From an optimization exercise on the open Yosys and OpenROAD flow, aimed at small area and few clock cycles per item; shortcuts taken in it are not production practice. Function was checked by simulation only, so behaviour that the tests miss may differ from the original. Power is estimated from default activity; no workload was simulated.

## design/flow/config.mk

```make
export PLATFORM = sky130hd
export DESIGN_NAME = pixel_false_color_mapper
export DESIGN_NICKNAME = pixel_false_color_mapper
export VERILOG_FILES = /design/flow/design.v
export SDC_FILE = /design/flow/constraint.sdc
export NUM_CORES = 4
export LEC_CHECK = 0
export ABC_AREA = 1
export CAP_MARGIN = 20
export CORE_MARGIN = 2
export CORE_UTILIZATION = 40
export GPL_TIMING_DRIVEN = 0
export SETUP_SLACK_MARGIN = 0.1
export SLEW_MARGIN = 20
```

## design/flow/constraint.sdc

```tcl
create_clock -name core_clock -period 8.0 [get_ports {clk}]
set_input_delay 1.6000 -clock core_clock [delete_from_list [all_inputs] [get_ports {clk}]]
set_output_delay 1.6000 -clock core_clock [all_outputs]
set_load 0.01 [all_outputs]
```

## design/flow/design.v

```verilog
`default_nettype none
package pfcm_pkg;
	localparam int PIX_W      = 16;
	localparam int CH_W       = 8;
	localparam int DEPTH_W    = 5;
	localparam int MODE_W     = 2;
	localparam int CFG_IDX_W  = 1;
	localparam int CFG_DATA_W = 5;
	localparam logic [CFG_IDX_W-1:0] REG_BIT_DEPTH  = 1'b0;
	localparam logic [CFG_IDX_W-1:0] REG_COLOR_MODE = 1'b1;
	localparam logic [MODE_W-1:0] MODE_GREY = 2'd0;
	localparam logic [MODE_W-1:0] MODE_SAT  = 2'd1;
	localparam logic [MODE_W-1:0] MODE_HEAT = 2'd2;
	localparam logic [3:0] DM1_RESET = 4'd7;
endpackage
`default_nettype wire
`default_nettype none
module pfcm_chan_red (
	input  wire [2:0]  s,
	input  wire [7:0]  f,
	input  wire        x12,
	output logic [7:0] value
);
	function automatic logic [7:0] mag(input logic [2:0] i);
		case (i)
			3'd0: mag = 8'd47;
			3'd1: mag = 8'd47;
			3'd2: mag = 8'd90;
			3'd3: mag = 8'd165;
			3'd4: mag = 8'd15;
			3'd5: mag = 8'd15;
			3'd6: mag = 8'd19;
			3'd7: mag = 8'd19;
			default: mag = '0;
		endcase
	endfunction
	function automatic logic [9:0] mag3(input logic [2:0] i);
		case (i)
			3'd0: mag3 = 10'd141;
			3'd1: mag3 = 10'd141;
			3'd2: mag3 = 10'd270;
			3'd3: mag3 = 10'd495;
			3'd4: mag3 = 10'd45;
			3'd5: mag3 = 10'd45;
			3'd6: mag3 = 10'd57;
			3'd7: mag3 = 10'd57;
			default: mag3 = '0;
		endcase
	endfunction
	function automatic logic [0:0] neg(input logic [2:0] i);
		case (i)
			3'd0: neg = 1'd0;
			3'd1: neg = 1'd1;
			3'd2: neg = 1'd0;
			3'd3: neg = 1'd0;
			3'd4: neg = 1'd1;
			3'd5: neg = 1'd0;
			3'd6: neg = 1'd1;
			3'd7: neg = 1'd0;
			default: neg = '0;
		endcase
	endfunction
	function automatic logic [15:0] t0(input logic [5:0] i);
		case (i)
			6'd0: t0 = 16'd128;
			6'd1: t0 = 16'd175;
			6'd2: t0 = 16'd222;
			6'd3: t0 = 16'd269;
			6'd4: t0 = 16'd175;
			6'd5: t0 = 16'd222;
			6'd6: t0 = 16'd269;
			6'd7: t0 = 16'd316;
			6'd8: t0 = 16'd316;
			6'd9: t0 = 16'd269;
			6'd10: t0 = 16'd222;
			6'd11: t0 = 16'd175;
			6'd12: t0 = 16'd269;
			6'd13: t0 = 16'd222;
			6'd14: t0 = 16'd175;
			6'd15: t0 = 16'd128;
			6'd16: t0 = 16'd128;
			6'd17: t0 = 16'd218;
			6'd18: t0 = 16'd308;
			6'd19: t0 = 16'd398;
			6'd20: t0 = 16'd218;
			6'd21: t0 = 16'd308;
			6'd22: t0 = 16'd398;
			6'd23: t0 = 16'd488;
			6'd24: t0 = 16'd23168;
			6'd25: t0 = 16'd23333;
			6'd26: t0 = 16'd23498;
			6'd27: t0 = 16'd23663;
			6'd28: t0 = 16'd23333;
			6'd29: t0 = 16'd23498;
			6'd30: t0 = 16'd23663;
			6'd31: t0 = 16'd23828;
			6'd32: t0 = 16'd61628;
			6'd33: t0 = 16'd61613;
			6'd34: t0 = 16'd61598;
			6'd35: t0 = 16'd61583;
			6'd36: t0 = 16'd61613;
			6'd37: t0 = 16'd61598;
			6'd38: t0 = 16'd61583;
			6'd39: t0 = 16'd61568;
			6'd40: t0 = 16'd61568;
			6'd41: t0 = 16'd61583;
			6'd42: t0 = 16'd61598;
			6'd43: t0 = 16'd61613;
			6'd44: t0 = 16'd61583;
			6'd45: t0 = 16'd61598;
			6'd46: t0 = 16'd61613;
			6'd47: t0 = 16'd61628;
			6'd48: t0 = 16'd60620;
			6'd49: t0 = 16'd60601;
			6'd50: t0 = 16'd60582;
			6'd51: t0 = 16'd60563;
			6'd52: t0 = 16'd60601;
			6'd53: t0 = 16'd60582;
			6'd54: t0 = 16'd60563;
			6'd55: t0 = 16'd60544;
			6'd56: t0 = 16'd60544;
			6'd57: t0 = 16'd60563;
			6'd58: t0 = 16'd60582;
			6'd59: t0 = 16'd60601;
			6'd60: t0 = 16'd60563;
			6'd61: t0 = 16'd60582;
			6'd62: t0 = 16'd60601;
			6'd63: t0 = 16'd60620;
			default: t0 = '0;
		endcase
	endfunction
	logic [9:0] m1, m2, m3;
	logic [7:0] fp;
	logic [15:0] cc_v;
	logic [9:0] rw [1:3];
	always_comb begin
		m1 = 10'(mag(s));
		m2 = m1 << 1;
		m3 = mag3(s);
		fp = f ^ {8{neg(s)}};
		cc_v = t0({s, x12, f[1:0]});
		for (int k = 1; k < 4; k++)
			case (fp[2*k +: 2])
				2'd0: rw[k] = 10'd0;
				2'd1: rw[k] = m1;
				2'd2: rw[k] = m2;
				default: rw[k] = m3;
			endcase
	end
	logic t_1, t_2, t_3, t_4, t_5, t_6, t_7, t_8, t_9, t_10, t_11, t_12, t_13, t_14, t_15, t_16, t_17, t_18, t_19, t_20, t_21, t_22, t_23, t_24, t_25, t_26, t_27, t_28, t_29, t_30, t_31, t_32, t_33, t_34, t_35, t_36;
	logic [15:0] ra, rb, z;
	assign t_1 = rw[1][4] ^ rw[2][2];
	assign t_2 = rw[1][4] & rw[2][2];
	assign t_3 = rw[1][5] ^ rw[2][3] ^ rw[3][1];
	assign t_4 = (rw[1][5] & rw[2][3]) | (rw[1][5] & rw[3][1]) | (rw[2][3] & rw[3][1]);
	assign t_5 = rw[1][6] ^ rw[2][4] ^ rw[3][2];
	assign t_6 = (rw[1][6] & rw[2][4]) | (rw[1][6] & rw[3][2]) | (rw[2][4] & rw[3][2]);
	assign t_7 = rw[1][7] ^ rw[2][5] ^ rw[3][3];
	assign t_8 = (rw[1][7] & rw[2][5]) | (rw[1][7] & rw[3][3]) | (rw[2][5] & rw[3][3]);
	assign t_9 = rw[1][8] ^ rw[2][6] ^ rw[3][4];
	assign t_10 = (rw[1][8] & rw[2][6]) | (rw[1][8] & rw[3][4]) | (rw[2][6] & rw[3][4]);
	assign t_11 = rw[2][7] ^ rw[3][5];
	assign t_12 = rw[2][7] & rw[3][5];
	assign t_13 = rw[2][8] ^ rw[3][6];
	assign t_14 = rw[2][8] & rw[3][6];
	assign t_15 = rw[1][2] ^ rw[2][0];
	assign t_16 = rw[1][2] & rw[2][0];
	assign t_17 = rw[1][3] ^ rw[2][1] ^ cc_v[5];
	assign t_18 = (rw[1][3] & rw[2][1]) | (rw[1][3] & cc_v[5]) | (rw[2][1] & cc_v[5]);
	assign t_19 = rw[3][0] ^ cc_v[6] ^ t_1;
	assign t_20 = (rw[3][0] & cc_v[6]) | (rw[3][0] & t_1) | (cc_v[6] & t_1);
	assign t_21 = cc_v[7] ^ t_2 ^ t_3;
	assign t_22 = (cc_v[7] & t_2) | (cc_v[7] & t_3) | (t_2 & t_3);
	assign t_23 = cc_v[8] ^ t_4 ^ t_5;
	assign t_24 = (cc_v[8] & t_4) | (cc_v[8] & t_5) | (t_4 & t_5);
	assign t_25 = cc_v[9] ^ t_6 ^ t_7;
	assign t_26 = (cc_v[9] & t_6) | (cc_v[9] & t_7) | (t_6 & t_7);
	assign t_27 = cc_v[10] ^ t_8 ^ t_9;
	assign t_28 = (cc_v[10] & t_8) | (cc_v[10] & t_9) | (t_8 & t_9);
	assign t_29 = cc_v[11] ^ t_10 ^ t_11;
	assign t_30 = (cc_v[11] & t_10) | (cc_v[11] & t_11) | (t_10 & t_11);
	assign t_31 = cc_v[12] ^ t_12 ^ t_13;
	assign t_32 = (cc_v[12] & t_12) | (cc_v[12] & t_13) | (t_12 & t_13);
	assign t_33 = rw[3][7] ^ cc_v[13] ^ t_14;
	assign t_34 = (rw[3][7] & cc_v[13]) | (rw[3][7] & t_14) | (cc_v[13] & t_14);
	assign t_35 = rw[3][8] ^ cc_v[14];
	assign t_36 = rw[3][8] & cc_v[14];
	assign ra = {cc_v[15], t_34, t_32, t_30, t_28, t_26, t_24, t_22, t_20, t_18, t_16, cc_v[4], rw[1][1], rw[1][0], cc_v[1], cc_v[0]};
	assign rb = {t_36, t_35, t_33, t_31, t_29, t_27, t_25, t_23, t_21, t_19, t_17, t_15, cc_v[3], cc_v[2], 1'b0, 1'b0};
	assign z = ra + rb;
	assign value = z[15:8];
endmodule
module pfcm_chan_green (
	input  wire [2:0]  s,
	input  wire [7:0]  f,
	input  wire        x12,
	output logic [7:0] value
);
	function automatic logic [7:0] mag(input logic [2:0] i);
		case (i)
			3'd0: mag = 8'd50;
			3'd1: mag = 8'd146;
			3'd2: mag = 8'd6;
			3'd3: mag = 8'd35;
			3'd4: mag = 8'd85;
			3'd5: mag = 8'd140;
			3'd6: mag = 8'd19;
			3'd7: mag = 8'd236;
			default: mag = '0;
		endcase
	endfunction
	function automatic logic [9:0] mag3(input logic [2:0] i);
		case (i)
			3'd0: mag3 = 10'd150;
			3'd1: mag3 = 10'd438;
			3'd2: mag3 = 10'd18;
			3'd3: mag3 = 10'd105;
			3'd4: mag3 = 10'd255;
			3'd5: mag3 = 10'd420;
			3'd6: mag3 = 10'd57;
			3'd7: mag3 = 10'd708;
			default: mag3 = '0;
		endcase
	endfunction
	function automatic logic [0:0] neg(input logic [2:0] i);
		case (i)
			3'd0: neg = 1'd0;
			3'd1: neg = 1'd0;
			3'd2: neg = 1'd1;
			3'd3: neg = 1'd0;
			3'd4: neg = 1'd1;
			3'd5: neg = 1'd1;
			3'd6: neg = 1'd0;
			3'd7: neg = 1'd0;
			default: neg = '0;
		endcase
	endfunction
	function automatic logic [15:0] t0(input logic [5:0] i);
		case (i)
			6'd0: t0 = 16'd128;
			6'd1: t0 = 16'd178;
			6'd2: t0 = 16'd228;
			6'd3: t0 = 16'd278;
			6'd4: t0 = 16'd178;
			6'd5: t0 = 16'd228;
			6'd6: t0 = 16'd278;
			6'd7: t0 = 16'd328;
			6'd8: t0 = 16'd12928;
			6'd9: t0 = 16'd13074;
			6'd10: t0 = 16'd13220;
			6'd11: t0 = 16'd13366;
			6'd12: t0 = 16'd13074;
			6'd13: t0 = 16'd13220;
			6'd14: t0 = 16'd13366;
			6'd15: t0 = 16'd13512;
			6'd16: t0 = 16'd48792;
			6'd17: t0 = 16'd48786;
			6'd18: t0 = 16'd48780;
			6'd19: t0 = 16'd48774;
			6'd20: t0 = 16'd48786;
			6'd21: t0 = 16'd48780;
			6'd22: t0 = 16'd48774;
			6'd23: t0 = 16'd48768;
			6'd24: t0 = 16'd48768;
			6'd25: t0 = 16'd48803;
			6'd26: t0 = 16'd48838;
			6'd27: t0 = 16'd48873;
			6'd28: t0 = 16'd48803;
			6'd29: t0 = 16'd48838;
			6'd30: t0 = 16'd48873;
			6'd31: t0 = 16'd48908;
			6'd32: t0 = 16'd36308;
			6'd33: t0 = 16'd36223;
			6'd34: t0 = 16'd36138;
			6'd35: t0 = 16'd36053;
			6'd36: t0 = 16'd36223;
			6'd37: t0 = 16'd36138;
			6'd38: t0 = 16'd36053;
			6'd39: t0 = 16'd35968;
			6'd40: t0 = 16'd688;
			6'd41: t0 = 16'd548;
			6'd42: t0 = 16'd408;
			6'd43: t0 = 16'd268;
			6'd44: t0 = 16'd548;
			6'd45: t0 = 16'd408;
			6'd46: t0 = 16'd268;
			6'd47: t0 = 16'd128;
			6'd48: t0 = 16'd128;
			6'd49: t0 = 16'd147;
			6'd50: t0 = 16'd166;
			6'd51: t0 = 16'd185;
			6'd52: t0 = 16'd147;
			6'd53: t0 = 16'd166;
			6'd54: t0 = 16'd185;
			6'd55: t0 = 16'd204;
			6'd56: t0 = 16'd4992;
			6'd57: t0 = 16'd5228;
			6'd58: t0 = 16'd5464;
			6'd59: t0 = 16'd5700;
			6'd60: t0 = 16'd5228;
			6'd61: t0 = 16'd5464;
			6'd62: t0 = 16'd5700;
			6'd63: t0 = 16'd5936;
			default: t0 = '0;
		endcase
	endfunction
	logic [9:0] m1, m2, m3;
	logic [7:0] fp;
	logic [15:0] cc_v;
	logic [9:0] rw [1:3];
	always_comb begin
		m1 = 10'(mag(s));
		m2 = m1 << 1;
		m3 = mag3(s);
		fp = f ^ {8{neg(s)}};
		cc_v = t0({s, x12, f[1:0]});
		for (int k = 1; k < 4; k++)
			case (fp[2*k +: 2])
				2'd0: rw[k] = 10'd0;
				2'd1: rw[k] = m1;
				2'd2: rw[k] = m2;
				default: rw[k] = m3;
			endcase
	end
	logic t_1, t_2, t_3, t_4, t_5, t_6, t_7, t_8, t_9, t_10, t_11, t_12, t_13, t_14, t_15, t_16, t_17, t_18, t_19, t_20, t_21, t_22, t_23, t_24, t_25, t_26, t_27, t_28, t_29, t_30, t_31, t_32, t_33, t_34, t_35, t_36, t_37, t_38, t_39, t_40;
	logic [15:0] ra, rb, z;
	assign t_1 = rw[1][4] ^ rw[2][2];
	assign t_2 = rw[1][4] & rw[2][2];
	assign t_3 = rw[1][5] ^ rw[2][3] ^ rw[3][1];
	assign t_4 = (rw[1][5] & rw[2][3]) | (rw[1][5] & rw[3][1]) | (rw[2][3] & rw[3][1]);
	assign t_5 = rw[1][6] ^ rw[2][4] ^ rw[3][2];
	assign t_6 = (rw[1][6] & rw[2][4]) | (rw[1][6] & rw[3][2]) | (rw[2][4] & rw[3][2]);
	assign t_7 = rw[1][7] ^ rw[2][5] ^ rw[3][3];
	assign t_8 = (rw[1][7] & rw[2][5]) | (rw[1][7] & rw[3][3]) | (rw[2][5] & rw[3][3]);
	assign t_9 = rw[1][8] ^ rw[2][6] ^ rw[3][4];
	assign t_10 = (rw[1][8] & rw[2][6]) | (rw[1][8] & rw[3][4]) | (rw[2][6] & rw[3][4]);
	assign t_11 = rw[1][9] ^ rw[2][7] ^ rw[3][5];
	assign t_12 = (rw[1][9] & rw[2][7]) | (rw[1][9] & rw[3][5]) | (rw[2][7] & rw[3][5]);
	assign t_13 = rw[2][8] ^ rw[3][6];
	assign t_14 = rw[2][8] & rw[3][6];
	assign t_15 = rw[2][9] ^ rw[3][7];
	assign t_16 = rw[2][9] & rw[3][7];
	assign t_17 = rw[1][2] ^ rw[2][0];
	assign t_18 = rw[1][2] & rw[2][0];
	assign t_19 = rw[1][3] ^ rw[2][1] ^ cc_v[5];
	assign t_20 = (rw[1][3] & rw[2][1]) | (rw[1][3] & cc_v[5]) | (rw[2][1] & cc_v[5]);
	assign t_21 = rw[3][0] ^ cc_v[6] ^ t_1;
	assign t_22 = (rw[3][0] & cc_v[6]) | (rw[3][0] & t_1) | (cc_v[6] & t_1);
	assign t_23 = cc_v[7] ^ t_2 ^ t_3;
	assign t_24 = (cc_v[7] & t_2) | (cc_v[7] & t_3) | (t_2 & t_3);
	assign t_25 = cc_v[8] ^ t_4 ^ t_5;
	assign t_26 = (cc_v[8] & t_4) | (cc_v[8] & t_5) | (t_4 & t_5);
	assign t_27 = cc_v[9] ^ t_6 ^ t_7;
	assign t_28 = (cc_v[9] & t_6) | (cc_v[9] & t_7) | (t_6 & t_7);
	assign t_29 = cc_v[10] ^ t_8 ^ t_9;
	assign t_30 = (cc_v[10] & t_8) | (cc_v[10] & t_9) | (t_8 & t_9);
	assign t_31 = cc_v[11] ^ t_10 ^ t_11;
	assign t_32 = (cc_v[11] & t_10) | (cc_v[11] & t_11) | (t_10 & t_11);
	assign t_33 = cc_v[12] ^ t_12 ^ t_13;
	assign t_34 = (cc_v[12] & t_12) | (cc_v[12] & t_13) | (t_12 & t_13);
	assign t_35 = cc_v[13] ^ t_14 ^ t_15;
	assign t_36 = (cc_v[13] & t_14) | (cc_v[13] & t_15) | (t_14 & t_15);
	assign t_37 = rw[3][8] ^ t_16;
	assign t_38 = rw[3][8] & t_16;
	assign t_39 = rw[3][9] ^ cc_v[15];
	assign t_40 = rw[3][9] & cc_v[15];
	assign ra = {t_38, t_36, t_34, t_32, t_30, t_28, t_26, t_24, t_22, t_20, t_18, cc_v[4], rw[1][1], rw[1][0], cc_v[1], cc_v[0]};
	assign rb = {t_39, t_37, t_35, t_33, t_31, t_29, t_27, t_25, t_23, t_21, t_19, t_17, cc_v[3], cc_v[2], 1'b0, 1'b0};
	assign z = ra + rb;
	assign value = z[15:8];
endmodule
module pfcm_chan_blue (
	input  wire [2:0]  s,
	input  wire [7:0]  f,
	input  wire        x12,
	output logic [7:0] value
);
	function automatic logic [7:0] mag(input logic [2:0] i);
		case (i)
			3'd0: mag = 8'd140;
			3'd1: mag = 8'd115;
			3'd2: mag = 8'd221;
			3'd3: mag = 8'd34;
			3'd4: mag = 8'd11;
			3'd5: mag = 8'd11;
			3'd6: mag = 8'd142;
			3'd7: mag = 8'd113;
			default: mag = '0;
		endcase
	endfunction
	function automatic logic [9:0] mag3(input logic [2:0] i);
		case (i)
			3'd0: mag3 = 10'd420;
			3'd1: mag3 = 10'd345;
			3'd2: mag3 = 10'd663;
			3'd3: mag3 = 10'd102;
			3'd4: mag3 = 10'd33;
			3'd5: mag3 = 10'd33;
			3'd6: mag3 = 10'd426;
			3'd7: mag3 = 10'd339;
			default: mag3 = '0;
		endcase
	endfunction
	function automatic logic [0:0] neg(input logic [2:0] i);
		case (i)
			3'd0: neg = 1'd0;
			3'd1: neg = 1'd0;
			3'd2: neg = 1'd1;
			3'd3: neg = 1'd1;
			3'd4: neg = 1'd0;
			3'd5: neg = 1'd1;
			3'd6: neg = 1'd0;
			3'd7: neg = 1'd0;
			default: neg = '0;
		endcase
	endfunction
	function automatic logic [15:0] t0(input logic [5:0] i);
		case (i)
			6'd0: t0 = 16'd128;
			6'd1: t0 = 16'd268;
			6'd2: t0 = 16'd408;
			6'd3: t0 = 16'd548;
			6'd4: t0 = 16'd268;
			6'd5: t0 = 16'd408;
			6'd6: t0 = 16'd548;
			6'd7: t0 = 16'd688;
			6'd8: t0 = 16'd35968;
			6'd9: t0 = 16'd36083;
			6'd10: t0 = 16'd36198;
			6'd11: t0 = 16'd36313;
			6'd12: t0 = 16'd36083;
			6'd13: t0 = 16'd36198;
			6'd14: t0 = 16'd36313;
			6'd15: t0 = 16'd36428;
			6'd16: t0 = 16'd9716;
			6'd17: t0 = 16'd9495;
			6'd18: t0 = 16'd9274;
			6'd19: t0 = 16'd9053;
			6'd20: t0 = 16'd9495;
			6'd21: t0 = 16'd9274;
			6'd22: t0 = 16'd9053;
			6'd23: t0 = 16'd8832;
			6'd24: t0 = 16'd264;
			6'd25: t0 = 16'd230;
			6'd26: t0 = 16'd196;
			6'd27: t0 = 16'd162;
			6'd28: t0 = 16'd230;
			6'd29: t0 = 16'd196;
			6'd30: t0 = 16'd162;
			6'd31: t0 = 16'd128;
			6'd32: t0 = 16'd128;
			6'd33: t0 = 16'd139;
			6'd34: t0 = 16'd150;
			6'd35: t0 = 16'd161;
			6'd36: t0 = 16'd139;
			6'd37: t0 = 16'd150;
			6'd38: t0 = 16'd161;
			6'd39: t0 = 16'd172;
			6'd40: t0 = 16'd172;
			6'd41: t0 = 16'd161;
			6'd42: t0 = 16'd150;
			6'd43: t0 = 16'd139;
			6'd44: t0 = 16'd161;
			6'd45: t0 = 16'd150;
			6'd46: t0 = 16'd139;
			6'd47: t0 = 16'd128;
			6'd48: t0 = 16'd128;
			6'd49: t0 = 16'd270;
			6'd50: t0 = 16'd412;
			6'd51: t0 = 16'd554;
			6'd52: t0 = 16'd270;
			6'd53: t0 = 16'd412;
			6'd54: t0 = 16'd554;
			6'd55: t0 = 16'd696;
			6'd56: t0 = 16'd36480;
			6'd57: t0 = 16'd36593;
			6'd58: t0 = 16'd36706;
			6'd59: t0 = 16'd36819;
			6'd60: t0 = 16'd36593;
			6'd61: t0 = 16'd36706;
			6'd62: t0 = 16'd36819;
			6'd63: t0 = 16'd36932;
			default: t0 = '0;
		endcase
	endfunction
	logic [9:0] m1, m2, m3;
	logic [7:0] fp;
	logic [15:0] cc_v;
	logic [9:0] rw [1:3];
	always_comb begin
		m1 = 10'(mag(s));
		m2 = m1 << 1;
		m3 = mag3(s);
		fp = f ^ {8{neg(s)}};
		cc_v = t0({s, x12, f[1:0]});
		for (int k = 1; k < 4; k++)
			case (fp[2*k +: 2])
				2'd0: rw[k] = 10'd0;
				2'd1: rw[k] = m1;
				2'd2: rw[k] = m2;
				default: rw[k] = m3;
			endcase
	end
	logic t_1, t_2, t_3, t_4, t_5, t_6, t_7, t_8, t_9, t_10, t_11, t_12, t_13, t_14, t_15, t_16, t_17, t_18, t_19, t_20, t_21, t_22, t_23, t_24, t_25, t_26, t_27, t_28, t_29, t_30, t_31, t_32, t_33, t_34, t_35, t_36, t_37, t_38, t_39, t_40;
	logic [15:0] ra, rb, z;
	assign t_1 = rw[1][4] ^ rw[2][2];
	assign t_2 = rw[1][4] & rw[2][2];
	assign t_3 = rw[1][5] ^ rw[2][3] ^ rw[3][1];
	assign t_4 = (rw[1][5] & rw[2][3]) | (rw[1][5] & rw[3][1]) | (rw[2][3] & rw[3][1]);
	assign t_5 = rw[1][6] ^ rw[2][4] ^ rw[3][2];
	assign t_6 = (rw[1][6] & rw[2][4]) | (rw[1][6] & rw[3][2]) | (rw[2][4] & rw[3][2]);
	assign t_7 = rw[1][7] ^ rw[2][5] ^ rw[3][3];
	assign t_8 = (rw[1][7] & rw[2][5]) | (rw[1][7] & rw[3][3]) | (rw[2][5] & rw[3][3]);
	assign t_9 = rw[1][8] ^ rw[2][6] ^ rw[3][4];
	assign t_10 = (rw[1][8] & rw[2][6]) | (rw[1][8] & rw[3][4]) | (rw[2][6] & rw[3][4]);
	assign t_11 = rw[1][9] ^ rw[2][7] ^ rw[3][5];
	assign t_12 = (rw[1][9] & rw[2][7]) | (rw[1][9] & rw[3][5]) | (rw[2][7] & rw[3][5]);
	assign t_13 = rw[2][8] ^ rw[3][6];
	assign t_14 = rw[2][8] & rw[3][6];
	assign t_15 = rw[2][9] ^ rw[3][7];
	assign t_16 = rw[2][9] & rw[3][7];
	assign t_17 = rw[1][2] ^ rw[2][0];
	assign t_18 = rw[1][2] & rw[2][0];
	assign t_19 = rw[1][3] ^ rw[2][1] ^ cc_v[5];
	assign t_20 = (rw[1][3] & rw[2][1]) | (rw[1][3] & cc_v[5]) | (rw[2][1] & cc_v[5]);
	assign t_21 = rw[3][0] ^ cc_v[6] ^ t_1;
	assign t_22 = (rw[3][0] & cc_v[6]) | (rw[3][0] & t_1) | (cc_v[6] & t_1);
	assign t_23 = cc_v[7] ^ t_2 ^ t_3;
	assign t_24 = (cc_v[7] & t_2) | (cc_v[7] & t_3) | (t_2 & t_3);
	assign t_25 = cc_v[8] ^ t_4 ^ t_5;
	assign t_26 = (cc_v[8] & t_4) | (cc_v[8] & t_5) | (t_4 & t_5);
	assign t_27 = cc_v[9] ^ t_6 ^ t_7;
	assign t_28 = (cc_v[9] & t_6) | (cc_v[9] & t_7) | (t_6 & t_7);
	assign t_29 = cc_v[10] ^ t_8 ^ t_9;
	assign t_30 = (cc_v[10] & t_8) | (cc_v[10] & t_9) | (t_8 & t_9);
	assign t_31 = cc_v[11] ^ t_10 ^ t_11;
	assign t_32 = (cc_v[11] & t_10) | (cc_v[11] & t_11) | (t_10 & t_11);
	assign t_33 = cc_v[12] ^ t_12 ^ t_13;
	assign t_34 = (cc_v[12] & t_12) | (cc_v[12] & t_13) | (t_12 & t_13);
	assign t_35 = cc_v[13] ^ t_14 ^ t_15;
	assign t_36 = (cc_v[13] & t_14) | (cc_v[13] & t_15) | (t_14 & t_15);
	assign t_37 = rw[3][8] ^ t_16;
	assign t_38 = rw[3][8] & t_16;
	assign t_39 = rw[3][9] ^ cc_v[15];
	assign t_40 = rw[3][9] & cc_v[15];
	assign ra = {t_38, t_36, t_34, t_32, t_30, t_28, t_26, t_24, t_22, t_20, t_18, cc_v[4], rw[1][1], rw[1][0], cc_v[1], cc_v[0]};
	assign rb = {t_39, t_37, t_35, t_33, t_31, t_29, t_27, t_25, t_23, t_21, t_19, t_17, cc_v[3], cc_v[2], 1'b0, 1'b0};
	assign z = ra + rb;
	assign value = z[15:8];
endmodule
`default_nettype wire
`default_nettype none
import pfcm_pkg::*;
module pixel_false_color_mapper (
	input  wire                              clk,
	input  wire                              arst_n,
	input  wire                              cfg_valid,
	output logic                             cfg_ready,
	input  wire [pfcm_pkg::CFG_IDX_W-1:0]    cfg_index,
	input  wire [pfcm_pkg::CFG_DATA_W-1:0]   cfg_data,
	input  wire                              s_axis_tvalid,
	output logic                             s_axis_tready,
	input  wire [pfcm_pkg::PIX_W-1:0]        s_axis_tdata,    
	output logic                             m_axis_tvalid,
	input  wire                              m_axis_tready,
	output logic [3*pfcm_pkg::CH_W-1:0]      m_axis_tdata     
);
	logic [3:0] dm1_q;
	logic       heat_q, satm_q;
	assign cfg_ready = 1'b1;
	always_ff @(posedge clk or negedge arst_n) begin
		if (!arst_n) begin
			dm1_q  <= DM1_RESET;
			heat_q <= 1'b0;
			satm_q <= 1'b0;
		end else if (cfg_valid) begin
			if (cfg_index == REG_BIT_DEPTH) begin
				if (cfg_data == 5'd0)
					dm1_q <= 4'd0;
				else if (cfg_data[4])
					dm1_q <= 4'd15;
				else
					dm1_q <= cfg_data[3:0] - 4'd1;
			end else begin
				heat_q <= (cfg_data[1:0] == MODE_HEAT);
				satm_q <= (cfg_data[1:0] == MODE_SAT);
			end
		end
	end
	logic v_q;
	assign s_axis_tready = !v_q || m_axis_tready;
	assign m_axis_tvalid = v_q;
	always_ff @(posedge clk or negedge arst_n) begin
		if (!arst_n)
			v_q <= 1'b0;
		else if (s_axis_tready)
			v_q <= s_axis_tvalid;
	end
	logic [15:0] pix;
	logic [15:0] msk;
	logic [15:0] pm;
	logic [15:0] pl;
	logic        over;
	logic [12:1] xp;
	logic [12:1] x;
	logic        sat;
	logic [15:0] r8;
	logic [15:0] top;
	logic        ge;
	logic        inc, dec;
	logic [7:0]  g;
	logic [11:0] val_n;
	always_comb begin
		pix = s_axis_tdata;
		for (int i = 0; i < 16; i++)
			msk[i] = (4'(i) <= dm1_q);
		pm   = pix & msk;
		over = |(pix & ~msk);
		pl = pix << ~dm1_q;
		for (int k = 1; k <= 12; k++)
			xp[k] = pl[16 - k];
		for (int k = 2; k <= 12; k++)
			if (dm1_q < 4'(k - 1))
				for (int dd = 1; dd < k; dd++)
					if (dm1_q == 4'(dd - 1))
						xp[k] = pl[15 - ((k - 1) % dd)];
		x = over ? '1 : xp;
		sat = over;
		if (!over) begin
			sat = 1'b1;
			for (int i = 1; i < 16; i++)
				if (msk[i] && !pix[i]) sat = 1'b0;
		end
		r8[15:8] = pix[7:0] & msk[15:8];
		r8[7:0]  = 8'd0;
		if (dm1_q >= 4'd7) begin
			for (int j = 0; j < 8; j++)
				r8[7 - j] = xp[1 + j];
		end else begin
			for (int dd = 1; dd <= 7; dd++)
				if (dm1_q == 4'(dd - 1))
					for (int i = 0; i < dd; i++)
						r8[i] = pix[(i + 8 * dd - 8) % dd];
		end
		for (int i = 0; i < 16; i++)
			top[i] = msk[i] && ((i == 15) ? 1'b1 : !msk[i + 1]);
		ge  = (r8 >= (pm ^ top));
		inc = !over && !xp[1] && ge;
		dec = !over && xp[1] && !ge;
		g = {x[1], x[2], x[3], x[4], x[5], x[6], x[7], x[8]} + 8'(inc) - 8'(dec);
		if (heat_q)
			val_n = {x[12], x[1], x[2], x[3], x[4], x[5], x[6], x[7], x[8], x[9], x[10], x[11]};
		else
			val_n = {3'b000, satm_q && sat, g};
	end
	logic [11:0] val_q;
	logic        hm_q;
	always_ff @(posedge clk) begin
		if (s_axis_tready) begin
			val_q <= val_n;
			hm_q  <= heat_q;
		end
	end
	logic [7:0] hv [0:2];
	pfcm_chan_red   u_red   (.s(val_q[10:8]), .f(val_q[7:0]), .x12(val_q[11]), .value(hv[0]));
	pfcm_chan_green u_green (.s(val_q[10:8]), .f(val_q[7:0]), .x12(val_q[11]), .value(hv[1]));
	pfcm_chan_blue  u_blue  (.s(val_q[10:8]), .f(val_q[7:0]), .x12(val_q[11]), .value(hv[2]));
	always_comb begin
		if (hm_q)
			m_axis_tdata = {hv[2], hv[1], hv[0]};
		else if (val_q[8])
			m_axis_tdata = 24'h0000ff;
		else
			m_axis_tdata = {3{val_q[7:0]}};
	end
endmodule
`default_nettype wire
```

## design/flow/flow/run.sh

```bash
#!/bin/bash
# Layout flow: the standard ORFS flow, with two synthesis changes, smaller port buffers and a smaller clock tree.
#  - synthesis uses a local copy of the ORFS scripts whose area ABC script runs &deepsyn
#    and area recovery under a delay target; half adders are left to ABC as plain gates.
#  - port buffers are sky130_fd_sc_hd__buf_1 (every port still gets its own buffer).
#  - the clock tree uses sky130_fd_sc_hd__clkbuf_8 and no dummy loads.
# Each step's full output goes to a log file in this folder.
set -euo pipefail
WORK=$(pwd)
rm -rf "$WORK/scripts_local"
cp -r "$FLOW_HOME/scripts" "$WORK/scripts_local"
cat > "$WORK/scripts_local/abc_area.script" <<'ABC'
strash
&get -n
&deepsyn -T 120
&put
dch
map -D 4000
topo
stime -c
buffer -c
upsize -c
dnsize -c
ABC
DU_BASE=$(make -s -f - print <<'MK'
include $(FLOW_HOME)/platforms/sky130hd/config.mk
print:
	@echo $(DONT_USE_CELLS)
MK
)
bash standard.sh SCRIPTS_DIR="$WORK/scripts_local" \
	DONT_USE_CELLS="$DU_BASE sky130_fd_sc_hd__ha_1 sky130_fd_sc_hd__ha_2 sky130_fd_sc_hd__ha_4" \
	synth > "$WORK/synth.log" 2>&1
bash standard.sh BUFFER_PORTS_ARGS="-buffer_cell sky130_fd_sc_hd__buf_1" \
	CTS_ARGS="-buf_list sky130_fd_sc_hd__clkbuf_8 -dont_use_dummy_load" \
	finish > "$WORK/layout.log" 2>&1
```

## design/flow/standard.sh

```bash
#!/bin/bash
# synth_recipe.tcl (not shown) runs the flow's synth.tcl, then flattens the netlist and writes it again
# the make line also repeats each setting of config.mk as NAME=value (left out here)
make -C /OpenROAD-flow-scripts/flow DESIGN_CONFIG=/design/flow/config.mk WORK_HOME=/design/flow/orfs CLKGATE_MAP_FILE= SYNTH_SCRIPT=/design/flow/synth_recipe.tcl "${@:-finish}"
```

==> flow_summary.ini, run 1 <==
[clocking]
clock_latency_ns = 0.26
cts-root-buf = clkbuf_8
clock_sinks = 20
cts_made_buffers = 3
cts_tree = built
clockBufferDepth = 2
clk_pin_slew_ns = 0.08
hold_buffers = 0
h-tree-depth = 1

[logic_synthesis]
synth_fa_ha_area_frac = 0.120
synth-simple-area-share = 0.319
ys_seq_elements = 20
synth_xor_area_frac = 0.0591
synth_nets = 1273
async_reset_ff_frac = 0.350
synth_edf_count = 13
ys_warn_count = 8
ys.flop_type = edfxtp_1
syn_area_sq_mm = 0.00711
synth_mux_area_frac = 0.00141
synth_top_family_by_area = simple AND/OR/NAND/NOR gates
syn_area_per_cell_sq_um = 5.90
synth_cells = 1204
synth_cell_type_count = 66
ys_seq_area_frac = 0.0801
synth-compound-area-share = 0.299

[hold_path]
hold_class = flop to flop
holdCritStartpoint = satm_q
hold_path_end = satm_q
min_path_cells = 2

[timing]
fin_crit_ns = 7.59
fin_setup_tns_ns = 0
max_freq_mhz = 132
setup_viol = 0
finClkSkew_ns = 0.00687
drv_slew = 0
fin_crit_sh = 0.948
rsz0062_at_grt = true
relSlewSlack = 0.377
whs_ns = 0.551
worst_slew_pin_slew_ns = 0.931
hold_viol_final = 0

[floorplan]
design.core.area_sq_mm = 0.0174
initial_core_util = 0.410
die_h_um = 137
num_rows = 48
io_pins = 54
dieArea_sq_mm = 0.0189
die_w_um = 137

[worst_setup_path]
worstPathArrival_ns = 5.99
slowest_delay_ns = 0.48
crit_path_frequent_cell = nand2_1
regToRegSetupSlack_ns = 2.18
crit_type = flop to output pin
start_kind = flop
r2r-start = dm1_q[1]
required_ns = 6.40
critPathMaxFanout = 9
r2r-end = val_q[6]
end_kind = output pin
crit_slowest_cell = fa_1
reg2reg_depth = 24

[detailed_routing]
drt_drc_violations_left = 0
viasPerCell = 5.88
post_drt_wl_per_cell_um = 19.7
drt_wl_total_um = 29500
dr.first_iter.drc_count = 1184
vias = 8819
drtAntennaViolNets = 0
drt_first_pass_iters = 8

[layout]
fin_area_sq_mm = 0.00791
num_antenna_cells = 0
layout-drive-gt1-share = 0.0933
syn_to_final_growth_pct = 11.3
nets = 1347
fillers = 1976

[grt]
grt_pass1_vias = 7816
antenna_found_initial = 0
grt_overflow = 0
grt_pass1_wl_um = 44600
grtUsageTotal = 0.312
grt_max_degree = 16

[placement]
dpl.hpwl_um = 24400
place_area_sq_mm = 0.00758
routabilityCongestion = 1.06
port_buffers = 51

[pwr]
ir_worst_vdd_mv = 0.449
p_per_area_mw_per_mm2 = 462
power.total_w = 0.00365
power_leakage_nw = 3.49

[flow_run]
max_cap_viol_count = 0

[status]
status = complete, no violations
[sequential cells by signal, indices dropped and copies added (netlist names)]
| register | cells |
|---|---|
| dm1_q | 4 |
| hm_q | 1 |
| satm_q | 1 |
| val_q | 12 |
| heat_q | 1 |
| v_q | 1 |
[critical path, delay by kind of cell (launching register included)]
family	cells	cell delay [ns]
compound gates	12	1.62
fa+ha+maj	2	0.96
buf+inv	8	0.99
flops	1	0.35
simple gates	14	1.80
[cells in the mapped netlist (5+ instances only)]
library cell    n  area, sq um
inv_2           9         33.8
a221oi_1        8         70.1
nor2_4          7         78.8
a22oi_1        21          158
xnor2_1        20          175
xor2_1         28          245
o22ai_1        33          206
o21ai_2         7         61.3
nand2_2         5         31.3
a31oi_1        15         93.8
nor4_1          5         31.3
o2111ai_1       7         61.3
nor2_1        259          972
a32oi_1         7         61.3
a21oi_1        77          385
o211ai_1       11         82.6
nor2_2         14         87.6
o221ai_1        6         52.6
edfxtp_1       13          390
a211oi_1        8         60.1
clkbuf_1       20         75.1
o21ai_0       101          505
or2_1           6         37.5
inv_1         182          683
nand3_1        18         90.1
fa_1           42          841
nor3_1         26          130
nand2_1       169          634
[layout make-up]
type | count | area, sq um | share of cell area
sequential | 20 | 569 | 0.0720
multi-input combinational | 962 | 5810 | 0.735
buffer | 26 | 120 | 0.0152
timing repair buffer | 69 | 339 | 0.0429
tap | 225 | 282 | 0.0356
clock buffer | 3 | 41.3 | 0.00522
inverter | 196 | 747 | 0.0944
[power breakdown]
part / switching, W / internal [W]
logic: 0.00211 / 0.00134
registers: 0.0000139 / 0.000128
clock network: 0.0000324 / 0.0000335
[placed cells by master (no fill, tap or decap), types with 8 or more instances in the layout]
master / n
o211ai_1: 11
nand2_1: 168
xnor2_1: 20
o22ai_1: 33
o21ai_2: 8
xor2_1: 28
a31oi_1: 15
clkbuf_1: 19
buf_1: 51
nor3_1: 22
inv_2: 10
a22oi_1: 21
a21oi_1: 75
fa_1: 42
o21ai_0: 100
nor2_2: 10
a211oi_1: 8
nor2_1: 251
nand3_1: 18
edfxtp_1: 13
buf_4: 19
nor2_4: 19
inv_1: 180
[logic make-up (layout without fill, tap and decap cells)]
logic type | count (synthesis) | count (layout)
and+or+nand+nor | 529 | 529
AOI/OAI and AO/OA | 340 | 340
buffers and inverters | 222 | 294
xor gates and xnor gates | 48 | 48
adders and majority gates | 43 | 43
DFF | 20 | 20
other | 1 | 1
muxes | 1 | 1
[routing by layer]
| layer | GRT usage | share of wire | vias up |
|---|---|---|---|
| met3 | 0.0942 | 0.12 | 67 |
| li1 | - | - | 4177 |
| met2 | 0.449 | 0.41 | 523 |
| met4 | 0.0825 | 0.027 | 0 |
| met1 | 0.451 | 0.44 | 4052 |
| met5 | 0 | 0 | - |
[timing repair]
item | 4_1_cts | 5_1_grt
resized for setup | 2 | 35
setup buffers | 0 | 18
setup endpoints to repair | 3 | 10
pin swaps | 0 | 6
[worst max-delay path by stage]
stage               startpoint                to  slack [ns]  cells past startpoint
finish                val_q[9]  m_axis_tdata[15]        0.41                     36
global route          val_q[9]  m_axis_tdata[23]        0.09                     39
CTS                   val_q[8]  m_axis_tdata[23]        0.11                     35
detailed placement    val_q[8]  m_axis_tdata[23]        0.26                     36
global placement      val_q[8]  m_axis_tdata[23]        0.31                     36
floorplan             val_q[9]   m_axis_tdata[7]        1.45                     38
[per-stage QoR]
| stage | setup slack, ns | std cells | util |
|---|---|---|---|
| 2_1_floorplan | 1.45 | 1204 | - |
| 3_3_place_gp | 0.305 | 1480 | 0.437 |
| 3_5_place_dp | 0.262 | 1480 | 0.437 |
| 4_1_cts | 0.111 | 1483 | 0.440 |
| 5_1_grt | 0.0940 | 1501 | 0.456 |
| 6_report | 0.415 | 1501 | 0.456 |
Testbench counts, summed over its fixed seeds: cycles 16,078, items 16,000.
==> run 2: changes to the inputs <==
--- a/design/flow/flow/run.sh
+++ b/design/flow/flow/run.sh
@@ -15,7 +15,7 @@
 &deepsyn -T 120
 &put
 dch
-map -D 4000
+map -D 3200
 topo
 stime -c
 buffer -c
==> flow_summary.ini, run 2 <==
[pwr]
power_switching_w = 0.00216
p_seq_frac = 0.040
sw_frac_of_total = 0.592
p_int_w = 0.00149
power_leakage_nw = 3.47
ir_worst_vdd_mv = 0.361
p_per_area_mw_per_mm2 = 464
pwr-share-comb = 0.942
p_clk_frac = 0.018

[worst_setup_path]
critPathTopFamily = simple AND/OR/NAND/NOR gates
slowest_delay_ns = 0.53
cp-endpoint = m_axis_tdata[7]
regToRegSetupSlack_ns = 2.95
worstSetupStartpoint = val_q[10]
path_depth = 35
r2r-start = dm1_q[1]
start_kind = flop
crit_type = flop to output pin
crit_slowest_cell = fa_1
end_kind = output pin
r2r-end = val_q[6]
critPathMaxFanout = 10
worstPathArrival_ns = 5.97
required_ns = 6.40
path_buf_inv = 6
reg2reg_depth = 23
crit_path_frequent_cell = nand2_1

[detailed_routing]
drt_wl_total_um = 29500
drt_drc_violations_left = 0
drt_first_pass_iters = 6
vias = 8895
dr.first_iter.drc_count = 1297
viasPerCell = 6.01
post_drt_wl_per_cell_um = 19.9
drtAntennaViolNets = 0

[logic_synthesis]
syn_area_per_cell_sq_um = 6.08
syn_area_sq_mm = 0.00729
yosysMostFrequentCell = nor2_1
synth_area_leaders = nor2_1 12%, fa_1 12%, nand2_1 9.8%
ys_warn_count = 8
ys_seq_area_frac = 0.0781
synth_cell_type_count = 74
ys.flop_type = edfxtp_1
synth_cells = 1198
synth.top_cell.area_share = 0.120
synth_edf_count = 13
ys_seq_elements = 20
async_reset_ff_frac = 0.350
yosys.area.top_type = nor2_1
synth_nets = 1267
synth_common_cells = 233 x nor2_1, 191 x nand2_1, 162 x inv_1, 89 x o21ai_0, 73 x a21oi_1

[hold_path]
hold_class = flop to flop

[placement]
port_buffers = 51
dp_cells = 1478
place_area_sq_mm = 0.00777
dpl.hpwl_um = 24300
routabilityCongestion = 1.10

[status]
status = complete, no violations

[timing]
fin_setup_tns_ns = 0
worst_slew_pin_slew_ns = 0.988
relSlewSlack = 0.339
whs_ns = 0.558
finClkSkew_ns = 0.00672
fin_crit_ns = 7.57
hold_viol_final = 0
rsz0062_at_grt = false
drv_slew = 0
setup_viol = 0
fin_crit_sh = 0.946
max_freq_mhz = 132

[clocking]
cts-root-buf = clkbuf_8
postCtsSetupRepairBufs = 0
h-tree-depth = 1
clk_pin_slew_ns = 0.07
cts_tree = built
clockBufferDepth = 2
hold_buffers = 0
cts_resized = 0
clock_latency_ns = 0.26
cts_made_buffers = 3
clock_sinks = 20

[grt]
grt_pass1_wl_um = 45500
grt_overflow = 0
antenna_found_initial = 0
grtUsageTotal = 0.296
grt_pass1_vias = 8108
grt_max_degree = 16

[layout]
largest_reg_flops = 12
num_antenna_cells = 0
syn_to_final_growth_pct = 7.74
fin_area_sq_mm = 0.00785
largest_register = val_q
final_common_cell = nor2_1
most-common-layout-cells = 229 x nor2_1, 191 x nand2_1, 161 x inv_1
layout-drive-gt1-share = 0.0974
nets = 1323
top_regs = val_q (12), dm1_q (4)
stdcell_count = 1481
fillers = 1992

[floorplan]
dieArea_sq_mm = 0.0193
initial_core_util = 0.407
num_rows = 49
io_pins = 54
design.core.area_sq_mm = 0.0179
die_h_um = 139
die_w_um = 139

[flow_run]
max_cap_viol_count = 0
-- run 2: cell types whose count changed in the layout (fill, tap and decap cells not counted), moves of 7 or more --
| cell | change |
|---|---|
| o21ai_0 | -11 |
| nand3_1 | +7 |
| buf_2 | +8 |
| o21ai_1 | +8 |
| nor2_1 | -22 |
| inv_1 | -19 |
| buf_4 | -12 |
| nand2_1 | +23 |
| clkbuf_1 | -14 |
-- run 2: how the worst min path moves through the flow --
| stage | from | endpoint | slack (ns) | cells after the start |
|---|---|---|---|---|
| global placement | satm_q | satm_q | 0.54 | 2 |
| floorplan | satm_q | satm_q | 0.50 | 2 |
| finish | satm_q | satm_q | 0.56 | 2 |
| detailed placement | satm_q | satm_q | 0.54 | 2 |
| global route | satm_q | satm_q | 0.62 | 2 |
| CTS | satm_q | satm_q | 0.56 | 2 |
-- run 2: final cells by class --
| cell class | instances | area, sq um | share of cell area |
|---|---|---|---|
| Multi-Input combinational cell | 968 | 5910 | 0.753 |
| Buffer | 26 | 145 | 0.0185 |
| Timing Repair Buffer | 51 | 191 | 0.0244 |
| Clock buffer | 3 | 41.3 | 0.00526 |
| Sequential cell | 20 | 569 | 0.0725 |
| Tap cell | 229 | 287 | 0.0365 |
| Inverter | 184 | 709 | 0.0903 |
-- run 2: routing by layer --
metal / vias to the layer above / wire length [um] / part of all wire / track usage
met4: 0 / 791 / 0.027 / 0.0739
met1: 4136 / 12900 / 0.44 / 0.431
met3: 58 / 3580 / 0.12 / 0.0742
met5: - / 0 / 0 / 0
met2: 554 / 12200 / 0.41 / 0.439
li1: 4147 / - / - / -
-- run 2: power by group through the flow --
stage                     logic (W)  registers (W)  clock network (W)
after floorplan             0.00261       0.000140                  0
after global placement      0.00334       0.000147                  0
after detailed placement    0.00337       0.000147                  0
after CTS                   0.00339       0.000145          0.0000682
after global routing        0.00384       0.000147          0.0000733
final                       0.00343       0.000145          0.0000666
-- run 2: cells by family (layout without fill, tap and decap cells) --
logic type / count (synthesis) / in the layout / share of synthesized area
AO/OA/AOI/OAI: 340 / 340 / 0.301
XOR/XNOR: 48 / 48 / 0.0603
adder cells (fa/ha/maj): 43 / 43 / 0.117
buffers and inverters: 210 / 264 / 0.117
flip-flops: 20 / 20 / 0.0781
multiplexers: 1 / 1 / 0.00137
other: 1 / 1 / 0.000515
AND/OR/NAND/NOR: 535 / 535 / 0.325
-- run 2: metrics by stage --
stage,worst slack [ns],total power [W],util
finish,0.431,0.00364,0.439
CTS,0.238,0.00360,0.436
global route,0.0568,0.00406,0.439
global placement,0.520,0.00348,0.434
detailed placement,0.530,0.00352,0.434
floorplan,1.74,0.00275,-
-- run 2: worst register-to-register path: cells and delay by family, from the launching register on --
kind / cells / cell delay [ns]
AO/OA/AOI/OAI: 13 / 2.00
AND/OR/NAND/NOR: 5 / 1.04
buffers and inverters: 3 / 0.68
flip-flops: 1 / 0.52
adder cells (fa/ha/maj): 1 / 0.39
XOR/XNOR: 1 / 0.17
==> run 3: changes to the inputs <==
--- a/design/flow/flow/run.sh
+++ b/design/flow/flow/run.sh
@@ -15,7 +15,7 @@
 &deepsyn -T 120
 &put
 dch
-map -D 3200
+map -D 2500
 topo
 stime -c
 buffer -c
==> flow_summary.ini, run 3 <==
[worst_setup_path]
critPathTopFamily = compound AO/OA/AOI/OAI gates
required_ns = 6.40
slowest_delay_ns = 0.53
worstPathArrival_ns = 5.86
r2r-start = dm1_q[0]
crit_path_frequent_cell = nor2_1
r2r-end = val_q[6]
regToRegSetupSlack_ns = 2.60
reg2reg_depth = 24
critPathMaxFanout = 9
path_depth = 26
worstSetupStartpoint = val_q[10]
start_kind = flop
cp-endpoint = m_axis_tdata[15]
path_buf_inv = 4
crit_type = flop to output pin
end_kind = output pin
crit_slowest_cell = fa_1

[timing]
relSlewSlack = 0.310
worst_slew_pin_slew_ns = 1.03
finClkSkew_ns = 0.0188
hold_viol_final = 0
setup_viol = 0
rsz0062_at_grt = false
fin_setup_tns_ns = 0
drv_slew = 0
fin_crit_ns = 7.46
max_freq_mhz = 134
timing.final.ws_setup_ns = 0.539
fin_crit_sh = 0.933

[logic_synthesis]
synth_area_leaders = nand2_1 13%, nor2_1 13%, fa_1 12%
synth_cells = 1242
synth.top_cell.area_share = 0.128
ys_seq_area_frac = 0.0791
async_reset_ff_frac = 0.350
synth_nets = 1311
synth_cell_type_count = 66
ys_warn_count = 8
synth_edf_count = 13
syn_area_per_cell_sq_um = 5.79
ys.flop_type = edfxtp_1
yosys.area.top_type = nand2_1
synth_common_cells = 245 x nand2_1, 240 x nor2_1, 163 x inv_1, 108 x o21ai_0, 76 x a21oi_1
ys_seq_elements = 20
yosysMostFrequentCell = nand2_1
syn_area_sq_mm = 0.00719

[grt]
grt_max_degree = 16
met2_usage = 0.542
grtUsageTotal = 0.332
grt_pass1_wl_um = 49900
antenna_found_initial = 0
grtUsageMet1 = 0.458
grt_util_met3 = 0.0478
grt_overflow = 0
grt.busiest_layer = met2
grt_pass1_vias = 8566

[clocking]
clock_sinks = 20
cts_made_buffers = 3
hold_buffers = 0
clock_latency_ns = 0.26
clockBufferDepth = 2
cts_tree = built
cts-root-buf = clkbuf_8
h-tree-depth = 1
postCtsSetupRepairBufs = 0
clk_pin_slew_ns = 0.08
cts_resized = 0

[layout]
most-common-layout-cells = 245 x nand2_1, 239 x nor2_1, 163 x inv_1
multi_input_area_sq_mm = 0.00583
largest_reg_flops = 12
num_antenna_cells = 0
ff_latch_area_sq_um = 569
syn_to_final_growth_pct = 7.36
final_common_cell = nand2_1
top_regs = val_q (12), dm1_q (4)
nets = 1366
layout-drive-gt1-share = 0.0641
fillers = 1982
largest_register = val_q

[pwr]
power_leakage_nw = 3.58
ir_worst_vdd_mv = 0.657
p_per_area_mw_per_mm2 = 451

[placement]
dpl.hpwl_um = 27000
routabilityCongestion = 0.989
port_buffers = 50
dp_slack_ns = 0.745

[floorplan]
num_rows = 49
dieArea_sq_mm = 0.0191
initial_core_util = 0.405
die_w_um = 138
design.core.area_sq_mm = 0.0178
die_h_um = 138
io_pins = 54

[detailed_routing]
viasPerCell = 6.05
drt_wl_total_um = 32600
dr.first_iter.drc_count = 1104
vias = 9219
drt_first_pass_iters = 6
drt_drc_violations_left = 0
post_drt_wl_per_cell_um = 21.4
drtAntennaViolNets = 0

[flow_run]
max_cap_viol_count = 0

[status]
status = complete, no violations

[hold_path]
hold_class = flop to flop
## run 3: worst min-delay path: stages, from the launching register on
cell and delay, ns:
dfrtp_1 0.38, nor2_1 0.06, a21oi_1 0.11
## run 3: logic make-up after synthesis
kind of cell,count (synthesis),synth area share
simple gates,593,0.344
compound gates,344,0.302
buf+inv,206,0.112
fa+ha+maj,42,0.117
xor+xnor,36,0.0449
flops,20,0.0791
other cells,1,0.000521
## run 3: per-layer routing
metal	vias up	wire, um
met5	-	0
met1	4312	13800
met4	0	1050
met3	80	3160
met2	551	14600
li1	4276	-
## run 3: worst min-delay path by stage
stage / from / to / depth (start not counted)
global placement: satm_q / satm_q / 2
detailed placement: satm_q / satm_q / 2
CTS: satm_q / satm_q / 2
finish: satm_q / satm_q / 2
floorplan: satm_q / satm_q / 2
global route: satm_q / satm_q / 2
## run 3: layout make-up
type | instances | area share
multi-input combinational | 1016 | 0.755
inverter | 176 | 0.0855
sequential | 20 | 0.0737
tap | 229 | 0.0371
timing repair buffer | 50 | 0.0243
buffer | 30 | 0.0190
clock buffer | 3 | 0.00535
## run 3: power breakdown
part            total, W  switching (W)  leakage, nW  internal, W
logic            0.00328        0.00208         3.37      0.00119
clock network  0.0000630      0.0000296       0.0216    0.0000334
registers       0.000144      0.0000151        0.191     0.000129
## run 3: metrics by stage
step,std cells,hold slack (ns),power [W],area [sq um],utilization
2_1_floorplan,1242,0.495,0.00260,7190,-
3_3_place_gp,1521,0.562,0.00335,7670,0.431
3_5_place_dp,1521,0.562,0.00336,7670,0.431
4_1_cts,1524,0.584,0.00344,7710,0.434
5_1_grt,1524,0.626,0.00395,7720,0.434
6_report,1524,0.580,0.00348,7720,0.434
==> run 4: changes to the inputs <==
--- a/design/flow/config.mk
+++ b/design/flow/config.mk
@@ -8,7 +8,7 @@
 export ABC_AREA = 1
 export CAP_MARGIN = 20
 export CORE_MARGIN = 2
-export CORE_UTILIZATION = 40
+export CORE_UTILIZATION = 60
 export GPL_TIMING_DRIVEN = 0
 export SETUP_SLACK_MARGIN = 0.1
 export SLEW_MARGIN = 20
==> flow_summary.ini, run 4 <==
[status]
status = complete, no violations

[timing]
fin_setup_tns_ns = 0
finClkSkew_ns = 0.00164
fin_crit_sh = 0.941
max_freq_mhz = 133
relSlewSlack = 0.395
hold_viol_final = 0
fin_crit_ns = 7.53
drv_slew = 0
worst_slew_pin_slew_ns = 0.903
whs_ns = 0.565
rsz0062_at_grt = false
setup_viol = 0

[pwr]
p_per_area_mw_per_mm2 = 455
ir_worst_vdd_mv = 0.312
power_leakage_nw = 3.58

[clocking]
clock_sinks = 20
cts_tree = built
cts_resized = 0
clockBufferDepth = 2
clk_pin_slew_ns = 0.07
h-tree-depth = 1
postCtsSetupRepairBufs = 0
cts-root-buf = clkbuf_8
cts_made_buffers = 3
hold_buffers = 0
clock_latency_ns = 0.25

[layout]
largest_reg_flops = 12
fillers = 1094
fin_area_sq_mm = 0.00762
final_common_cell = nand2_1
num_antenna_cells = 0
largest_register = val_q
fin_util = 0.659
syn_to_final_growth_pct = 5.90
nets = 1366
top_regs = val_q (12), dm1_q (4)
most-common-layout-cells = 245 x nand2_1, 238 x nor2_1, 163 x inv_1
layout-drive-gt1-share = 0.0649

[logic_synthesis]
ys_warn_count = 8
synth_nets = 1311
ys_seq_elements = 20
ys_seq_area_frac = 0.0791
syn_area_per_cell_sq_um = 5.79
synth.top_cell.area_share = 0.128
syn_area_sq_mm = 0.00719
yosysMostFrequentCell = nand2_1
synth_edf_count = 13
async_reset_ff_frac = 0.350
yosys.area.top_type = nand2_1
synth_common_cells = 245 x nand2_1, 240 x nor2_1, 163 x inv_1, 108 x o21ai_0, 76 x a21oi_1
synth_cells = 1242
synth_cell_type_count = 66
ys.flop_type = edfxtp_1
synth_area_leaders = nand2_1 13%, nor2_1 13%, fa_1 12%

[hold_path]
holdCritStartpoint = satm_q
min_path_cells = 2
hold_class = flop to flop

[floorplan]
initial_core_util = 0.622
num_rows = 39
die_h_um = 113
io_pins = 54
design.core.area_sq_mm = 0.0116
dieArea_sq_mm = 0.0129
die_w_um = 113

[placement]
routabilityCongestion = 1.18
place_area_sq_mm = 0.00756
port_buffers = 50
dpl.hpwl_um = 22700

[grt]
grt_max_degree = 16
grt_overflow = 0
grt_pass1_vias = 8730
grtUsageTotal = 0.431
antenna_found_initial = 0
grt_pass1_wl_um = 44000

[detailed_routing]
drtAntennaViolNets = 0
drt_first_pass_iters = 10
post_drt_wl_per_cell_um = 19.6
drt_drc_violations_left = 0
drt_wl_total_um = 28200
vias = 9354
dr.first_iter.drc_count = 1181
viasPerCell = 6.50

[worst_setup_path]
start_kind = flop
crit_type = flop to output pin
regToRegSetupSlack_ns = 2.63
worstSetupStartpoint = val_q[10]
crit_slowest_cell = fa_1
r2r-start = dm1_q[0]
reg2reg_depth = 24
crit_path_frequent_cell = nand2_1
worstPathArrival_ns = 5.93
critPathMaxFanout = 6
slowest_delay_ns = 0.57
required_ns = 6.40
end_kind = output pin

[flow_run]
max_cap_viol_count = 0
-- run 4: logic make-up after synthesis --
kind of cell / after synthesis / synth area share
simple gates: 593 / 0.344
other cells: 1 / 0.000521
buf+inv: 206 / 0.112
flops: 20 / 0.0791
fa+ha+maj: 42 / 0.117
xor+xnor: 36 / 0.0449
compound gates: 344 / 0.302
-- run 4: worst paths after layout --
| check | end |
|---|---|
| setup / recovery | m_axis_tdata[6] |
| hold / removal | satm_q |
| setup reg to reg | val_q[6] |
| hold reg to reg | satm_q |
| max in group asynchronous | dm1_q[0] |
| min in group asynchronous | heat_q |
-- run 4: per-layer routing --
layer | GRT usage | vias to the layer above | part of all wire
met5 | 0 | - | 0
met4 | 0.302 | 0 | 0.089
met3 | 0.0542 | 233 | 0.11
met2 | 0.744 | 780 | 0.46
met1 | 0.496 | 4066 | 0.34
li1 | - | 4275 | -
-- run 4: metrics by stage --
| step | cells | total power, W | setup WS, ns |
|---|---|---|---|
| floorplan | 1242 | 0.00260 | 1.82 |
| global placement | 1435 | 0.00323 | 0.847 |
| CTS | 1438 | 0.00339 | 0.394 |
| global route | 1438 | 0.00381 | 0.157 |
| detailed placement | 1435 | 0.00331 | 0.694 |
| finish | 1438 | 0.00347 | 0.471 |
-- run 4: critical path, delay by kind of cell (launching register included) --
| kind | cells | cell delay (ns) |
|---|---|---|
| simple gates | 12 | 2.39 |
| flops | 1 | 0.53 |
| compound gates | 8 | 1.22 |
| buf+inv | 3 | 0.49 |
| fa+ha+maj | 2 | 1.05 |
-- run 4: area by class of cell --
cell class                 instances  area, sq um  area share
tap                              143          179      0.0235
timing repair buffer              50          188      0.0246
buffer                            30          146      0.0192
clock buffer                       3         41.3     0.00542
sequential                        20          569      0.0747
multi-input combinational       1016         5830       0.766
inverter                         176          661      0.0867
-- run 4: power breakdown --
| part | total [W] | internal, W | switching (W) |
|---|---|---|---|
| registers | 0.000145 | 0.000129 | 0.0000163 |
| logic | 0.00326 | 0.00120 | 0.00206 |
| clock network | 0.0000624 | 0.0000334 | 0.0000290 |
| total | 0.00347 | 0.00136 | 0.00211 |
==> run 5: changes to the inputs <==
--- a/design/flow/design.v
+++ b/design/flow/design.v
@@ -632,16 +632,7 @@
 				if (msk[i] && !pix[i]) sat = 1'b0;
 		end
 		r8[15:8] = pix[7:0] & msk[15:8];
-		r8[7:0]  = 8'd0;
-		if (dm1_q >= 4'd7) begin
-			for (int j = 0; j < 8; j++)
-				r8[7 - j] = xp[1 + j];
-		end else begin
-			for (int dd = 1; dd <= 7; dd++)
-				if (dm1_q == 4'(dd - 1))
-					for (int i = 0; i < dd; i++)
-						r8[i] = pix[(i + 8 * dd - 8) % dd];
-		end
+		r8[7:0]  = {xp[1], xp[2], xp[3], xp[4], xp[5], xp[6], xp[7], xp[8]} & msk[7:0];
 		for (int i = 0; i < 16; i++)
 			top[i] = msk[i] && ((i == 15) ? 1'b1 : !msk[i + 1]);
 		ge  = (r8 >= (pm ^ top));
--- a/design/flow/config.mk
+++ b/design/flow/config.mk
@@ -8,7 +8,7 @@
 export ABC_AREA = 1
 export CAP_MARGIN = 20
 export CORE_MARGIN = 2
-export CORE_UTILIZATION = 60
+export CORE_UTILIZATION = 40
 export GPL_TIMING_DRIVEN = 0
 export SETUP_SLACK_MARGIN = 0.1
 export SLEW_MARGIN = 20
==> flow_summary.ini, run 5 <==
[clocking]
clockBufferDepth = 2
postCtsSetupRepairBufs = 0
clock_latency_ns = 0.26
clk_pin_slew_ns = 0.07
cts-root-buf = clkbuf_8
clock_sinks = 20
cts_tree = built
h-tree-depth = 1
cts_made_buffers = 3

[timing]
relSlewSlack = 0.413
drv_slew = 0
finClkSkew_ns = 0.00199
worst_slew_pin_slew_ns = 0.878
fin_setup_tns_ns = 0
fin_crit_sh = 0.919
whs_ns = 0.489
rsz0062_at_grt = false
hold_viol_final = 0
fin_crit_ns = 7.35
setup_viol = 0
max_freq_mhz = 136

[grt]
grt_pass1_vias = 8163
grt_pass1_wl_um = 44600
grtUsageTotal = 0.289
grt_max_degree = 16
grt_overflow = 0
antenna_found_initial = 0

[detailed_routing]
viasPerCell = 5.81
drt_first_pass_iters = 6
drtAntennaViolNets = 0
drt_drc_violations_left = 0
vias = 8661
post_drt_wl_per_cell_um = 19.0
dr.first_iter.drc_count = 961
drt_wl_total_um = 28300

[logic_synthesis]
ys_seq_area_frac = 0.0791
synth_common_cells = 249 x nand2_1, 195 x nor2_1, 173 x inv_1, 108 x a21oi_1, 82 x o21ai_0
synth.top_cell.area_share = 0.130
synth_cell_type_count = 77
syn_area_per_cell_sq_um = 5.96
synth_cells = 1207
ys_warn_count = 8
yosys.area.top_type = nand2_1
async_reset_ff_frac = 0.350
ys.flop_type = edfxtp_1
syn_area_sq_mm = 0.00719
synth_edf_count = 13
synth_area_leaders = nand2_1 13%, fa_1 12%, nor2_1 10%
synth_nets = 1276
yosysMostFrequentCell = nand2_1
ys_seq_elements = 20

[layout]
nets = 1333
syn_to_final_growth_pct = 7.29
final_common_cell = nand2_1
fin_util = 0.434
most-common-layout-cells = 249 x nand2_1, 195 x nor2_1, 173 x inv_1
largest_register = val_q
top_regs = val_q (12), dm1_q (4)
largest_reg_flops = 12
layout-drive-gt1-share = 0.0832
fin_area_sq_mm = 0.00772
num_antenna_cells = 0

[flow_run]
max_cap_viol_count = 0

[worst_setup_path]
cp-endpoint = m_axis_tdata[7]
crit_type = flop to output pin
crit_slowest_cell = edfxtp_1
slowest_delay_ns = 0.51
regToRegSetupSlack_ns = 3.10
reg2reg_depth = 24
end_kind = output pin
r2r-start = dm1_q[0]
worstSetupStartpoint = val_q[9]
worstPathArrival_ns = 5.75
critPathMaxFanout = 7
required_ns = 6.40
r2r-end = val_q[6]
start_kind = flop

[pwr]
ir_worst_vdd_mv = 0.474
power_leakage_nw = 3.59
power.total_w = 0.00352
p_per_area_mw_per_mm2 = 456

[placement]
place_area_sq_mm = 0.00767
routabilityCongestion = 1.03
dpl.hpwl_um = 23700
port_buffers = 52

[hold_path]
hold_class = flop to flop

[floorplan]
die_h_um = 138
initial_core_util = 0.405
io_pins = 54
design.core.area_sq_mm = 0.0178
num_rows = 49
dieArea_sq_mm = 0.0191
die_w_um = 138

[status]
status = complete, no violations
run 5: changes by cell type after synthesis, moves of 10 or more:
cell,before,now
inv_1,163,173
a21oi_1,76,108
o22ai_1,22,37
nor2_1,240,195
o21ai_0,108,82
run 5: what timing repair did:
action / CTS / global route
endpoints found under the hold margin: 0 / 0
hold buffers: 0 / 0
resized for setup: 0 / 1
setup endpoints to repair: 0 / 1
run 5: worst min-delay path by stage:
| stage | slack, ns | depth (start not counted) | to | from |
|---|---|---|---|---|
| floorplan | 0.45 | 0 | hm_q | heat_q |
| global placement | 0.48 | 0 | hm_q | heat_q |
| detailed placement | 0.47 | 0 | hm_q | heat_q |
| CTS | 0.49 | 0 | hm_q | heat_q |
| global route | 0.50 | 0 | hm_q | heat_q |
| finish | 0.49 | 0 | hm_q | heat_q |
run 5: critical path, delay by kind of cell (launching register included):
| family | cells | cell delay [ns] |
|---|---|---|
| DFF | 1 | 0.51 |
| and+or+nand+nor | 9 | 1.35 |
| adders and majority gates | 2 | 0.96 |
| AOI/OAI and AO/OA | 12 | 2.18 |
| buffers and inverters | 3 | 0.50 |
run 5: layout make-up:
cell class                      count  area [sq um]
Fill cell                        1990         10100
Multi-Input combinational cell    973          5780
Inverter                          190           713
Sequential cell                    20           569
Tap cell                          229           287
Timing Repair Buffer               52           195
Buffer                             24           134
Clock buffer                        3          41.3
run 5: metrics by stage:
step / setup slack [ns] / cells
after global placement: 1.04 / 1488
after floorplan: 2.10 / 1207
after CTS: 0.697 / 1491
after global routing: 0.197 / 1491
after detailed placement: 1.01 / 1488
final: 0.652 / 1491
run 5: cells by family (layout without fill, tap and decap cells):
logic type	Yosys count	in the layout	share of synthesized area
buf+inv	214	269	0.118
xor+xnor	37	37	0.0487
other cells	1	1	0.000521
mux	4	4	0.00557
simple gates	532	532	0.314
compound gates	355	355	0.314
flops	20	20	0.0791
fa+ha+maj	44	44	0.120
run 5: where the power goes:
part            total, W  switching, W  internal [W]
clock network  0.0000675     0.0000339     0.0000336
registers       0.000146     0.0000179      0.000128
logic            0.00331       0.00206       0.00125
total            0.00352       0.00211       0.00141
run 5: per-layer routing:
layer	part of all wire	up-vias	GRT usage
li1	-	4155	-
met1	0.41	3953	0.377
met2	0.47	480	0.498
met3	0.092	73	0.0381
met4	0.031	0	0.0892
met5	0	-	0
Testbench counts of run 5, summed over its fixed seeds: cycles 16,078, items 16,000.

[separate check: timing with driven ports]
How much do the figures lean on ideal ports? The routed layouts below were timed once more, with nothing changed but the port constraints.
Step 1 (the two cells are an assumption about what drives the block):
set clk [get_ports {clk}]
set_driving_cell -lib_cell sky130_fd_sc_hd__clkbuf_16 $clk
set_driving_cell -lib_cell sky130_fd_sc_hd__buf_2 [delete_from_list [all_inputs] $clk]
Step 2 moves the port delays by t, midway between the first and last clock arrival at a register: inputs arrive t later, outputs are due t later. That takes back most of the time a late clock gives input paths.
Slacks: ideal ports / drivers / drivers and shift; pairs: ideal ports / drivers.
run	t, ns	setup WS [ns]	hold WS [ns]	worst data-port slew with drivers (ns)	cell pins on the clock port's net
run 1	0.280	0.415 / 0.388 / 0.668	0.551 / 0.551 / 0.551	0.04	1
run 2	0.284	0.431 / 0.403 / 0.688	0.558 / 0.558 / 0.558	0.04	1
run 3	0.272	0.539 / 0.517 / 0.789	0.580 / 0.580 / 0.580	0.03	1
run 4	0.272	0.471 / 0.447 / 0.718	0.565 / 0.565 / 0.565	0.03	1
run 5	0.284	0.652 / 0.624 / 0.908	0.489 / 0.489 / 0.489	0.03	1
After both steps every run listed still meets setup and hold.
